Context: an optimization exercise on an open-source flow, tuned for small area. The choices shown serve that exercise and are no tape-out recipe.
The RTL was checked by simulation tests, not by an equivalence proof against the original design.
Power and IR drop assume default switching activity. The clock port is modelled as an ideal driver; clocking choices that lean on that would not hold on a real chip.

// mem_walker_stride_nest
module mem_walker_stride_nest
#(
  parameter int NUM_LOOPS     = 16,
  parameter int LOOP_ID_W     = 4,
  parameter int ADDR_WIDTH    = 48,
  parameter int ADDR_STRIDE_W = 16
) (
  input  logic                     clk,
  input  logic                     reset,
  input  logic [ADDR_WIDTH-1:0]    base_addr,
  input  logic                     loop_init,
  input  logic                     loop_enter,
  input  logic                     loop_index_valid,
  input  logic                     loop_exit,
  input  logic [LOOP_ID_W-1:0]     loop_index,
  input  logic                     loop_ctrl_done,
  input  logic                     cfg_addr_stride_v,
  input  logic [ADDR_STRIDE_W-1:0] cfg_addr_stride,
  output logic [ADDR_WIDTH-1:0]    addr_out,
  output logic                     addr_out_valid,
  input  logic                     addr_out_ready,
  output logic                     loop_stall,
  output logic                     busy,
  output logic                     cfg_err
);
  localparam int AW = ADDR_WIDTH;
  localparam int SW = ADDR_STRIDE_W;
  mem_walker_pkg::walk_state_e state_q, state_d;
  logic [LOOP_ID_W:0]       cnt_q, cnt_d;
  logic                     err_q, err_d;
  logic [SW-1:0]            stride_q [NUM_LOOPS];
  logic [AW-1:0]            itr_q    [NUM_LOOPS];
  logic [NUM_LOOPS-1:0]     itr_vld_q;
  logic [AW-1:0]            cur_q;
  logic                     fifo_push, fifo_pop, fifo_full;
  logic [BUF_CNT_W-1:0]     fifo_count;
  logic                     run, cfg_state, init, step, itr_we, cfg_we;
  logic [NUM_LOOPS-1:0]     idx_dec, cnt_dec, below_cnt;
  logic [SW-1:0]            stride_rd;
  logic [AW-1:0]            opa, opb, step_sum_n;
  logic                     in_range;
  logic                     unused_exit;
  assign unused_exit = loop_exit;
  assign run       = state_q == ST_RUN;
  assign cfg_state = !state_q[1];
  assign init      = loop_init && (state_q != ST_DRAIN);
  assign step      = run && loop_index_valid;
  ...
Size in the first run: ~5000 cells after synthesis, about 130 I/O pins.
export LEC_CHECK = 0
export CAP_MARGIN = 20
export CORE_MARGIN = 2
export CORE_UTILIZATION = 60
export CTS_CLUSTER_DIAMETER = 100
export CTS_CLUSTER_SIZE = 30
export PLACE_DENSITY = 0.8
export SLEW_MARGIN = 20
export SYNTH_HIERARCHICAL = 1
create_clock -name core_clock -period 10.0 [get_ports {clk}]
standard.sh (not shown) runs the stock make flow with config.mk's settings and CLKGATE_MAP_FILE= SYNTH_SCRIPT=/design/flow/synth_recipe.tcl, a recipe that flattens the netlist after the stock synthesis.
==> flow/flow/run.sh <==
#!/bin/bash
# Layout flow: the standard synthesis and ORFS flow (standard.sh), with
# two layout choices changed through ORFS's own variables:
#  - port buffers are the smallest buffer, buf_1, instead of the default pick;
#  - clock tree synthesis uses no dummy loads (same clustering as config.mk).
# Each step's full output goes to a log of its own here; ORFS's per-stage
# logs are under orfs/logs.
set -euo pipefail
bash standard.sh synth > synth.log 2>&1
bash standard.sh \
  "BUFFER_PORTS_ARGS=-buffer_cell sky130_fd_sc_hd__buf_1" \
  "CTS_ARGS=-sink_clustering_enable -repair_clock_nets -sink_clustering_size 30 -sink_clustering_max_diameter 100 -dont_use_dummy_load" \
  finish > layout.log 2>&1
Edit:
--- a/flow/design.v
+++ b/flow/design.v
@@ -83,32 +83,20 @@
 ) (
   input  logic [W-1:0] a0,
   input  logic [W-1:0] a1,
   input  logic [W-1:0] a2,
   input  logic         s0,
   input  logic         s1,
   input  logic         s2,
   output logic [W-1:0] y_n
 );
   assign y_n = ~(({W{s0}} & a0) | ({W{s1}} & a1) | ({W{s2}} & a2));
-endmodule
-module mem_walker_aoi22
-#(
-  parameter int W = 16
-) (
-  input  logic [W-1:0] a0,
-  input  logic [W-1:0] a1,
-  input  logic         s0,
-  input  logic         s1,
-  output logic [W-1:0] y_n
-);
-  assign y_n = ~(({W{s0}} & a0) | ({W{s1}} & a1));
 endmodule
 import mem_walker_pkg::*;
 module mem_walker_stride_nest
 #(
   parameter int NUM_LOOPS     = 16,
   parameter int LOOP_ID_W     = 4,
   parameter int ADDR_WIDTH    = 48,
   parameter int ADDR_STRIDE_W = 16
 ) (
   input  logic                     clk,
@@ -176,32 +164,27 @@
     opa_en[NUM_LOOPS+1]  = loop_init;
     opa_src[NUM_LOOPS]   = cur_q;
     opa_src[NUM_LOOPS+1] = base_addr;
   end
   for (genvar g = 0; g < (NUM_LOOPS+2)/3; g++) begin : g_opa
     mem_walker_aoi222 #(.W(AW)) u_sel (
       .a0(opa_src[3*g]), .a1(opa_src[3*g+1]), .a2(opa_src[3*g+2]),
       .s0(opa_en[3*g]), .s1(opa_en[3*g+1]), .s2(opa_en[3*g+2]),
       .y_n(opa_part_n[g]));
   end
-  for (genvar g = 0; g < 4; g++) begin : g_stride3
+  for (genvar g = 0; g < 5; g++) begin : g_stride3
     mem_walker_aoi222 #(.W(SW)) u_sel (
       .a0(stride_q[3*g]), .a1(stride_q[3*g+1]), .a2(stride_q[3*g+2]),
       .s0(stride_en[3*g]), .s1(stride_en[3*g+1]), .s2(stride_en[3*g+2]),
       .y_n(stride_part_n[g]));
   end
-  for (genvar g = 0; g < 2; g++) begin : g_stride2
-    mem_walker_aoi22 #(.W(SW)) u_sel (
-      .a0(stride_q[12+2*g]), .a1(stride_q[13+2*g]),
-      .s0(stride_en[12+2*g]), .s1(stride_en[13+2*g]),
-      .y_n(stride_part_n[4+g]));
-  end
+  assign stride_part_n[5] = ~({SW{stride_en[15]}} & stride_q[15]);
   always_comb begin
     opa       = '0;
     stride_rd = '0;
     for (int g = 0; g < (NUM_LOOPS+2)/3; g++) opa = opa | ~opa_part_n[g];
     for (int g = 0; g < 6; g++) stride_rd = stride_rd | ~stride_part_n[g];
     opb = (loop_index_valid && !loop_init) ? {{(AW-SW){stride_rd[SW-1]}}, stride_rd} : '0;
   end
   logic [SW:0]      lo_sum;
   logic [AW-SW-1:0] hi_eq, hi_run;
   logic             hi_move;
After rerunning:
- The new run ran to the end with no violations
- design area stays flat
- die area drops by 0.43%
- global-route usage drops by 0.18 points
- total power hardly moves
- non-clock buffer count climbs by 2
- synthesized area drops by 0.44%
- synthesized cell count is about the same
- wire length drops by about 0.9%
- critical path depth climbs by 1
- sequential cell count stays the same
- worst hold slack loses 0.0050 ns
- clock-buffer cell count climbs by 1

## port drivers added, routing unchanged
The flow's constraints put no driver on any port. The routed layouts listed below were extracted and timed again, unchanged, in two steps. Step 1 assumes that a clkbuf_16 drives the clock port and a buf_2 every other input. Step 2, shift: input delay + t, output delay - t, t = (earliest + latest rising clock arrival at the registers) / 2. This alone moves slack from input paths to output paths. Slacks: ideal ports / drivers / drivers and shift; pairs: ideal ports / drivers.
run | t, ns | setup slack, ns | worst setup path after step 2 | worst slew at a driven data input, ns | cell pins on the clock port's net
the first run | 0.691 | 1.892 / 1.907 / 1.216 | input to register | 0.06 | 1
the second run | 0.689 | 1.986 / 2.006 / 1.318 | input to register | 0.09 | 1
After both steps setup and hold are still met in every run listed. The setup slack of the first run, which loses most, moves by +0.015 ns with the drivers and by -0.676 ns with both steps.
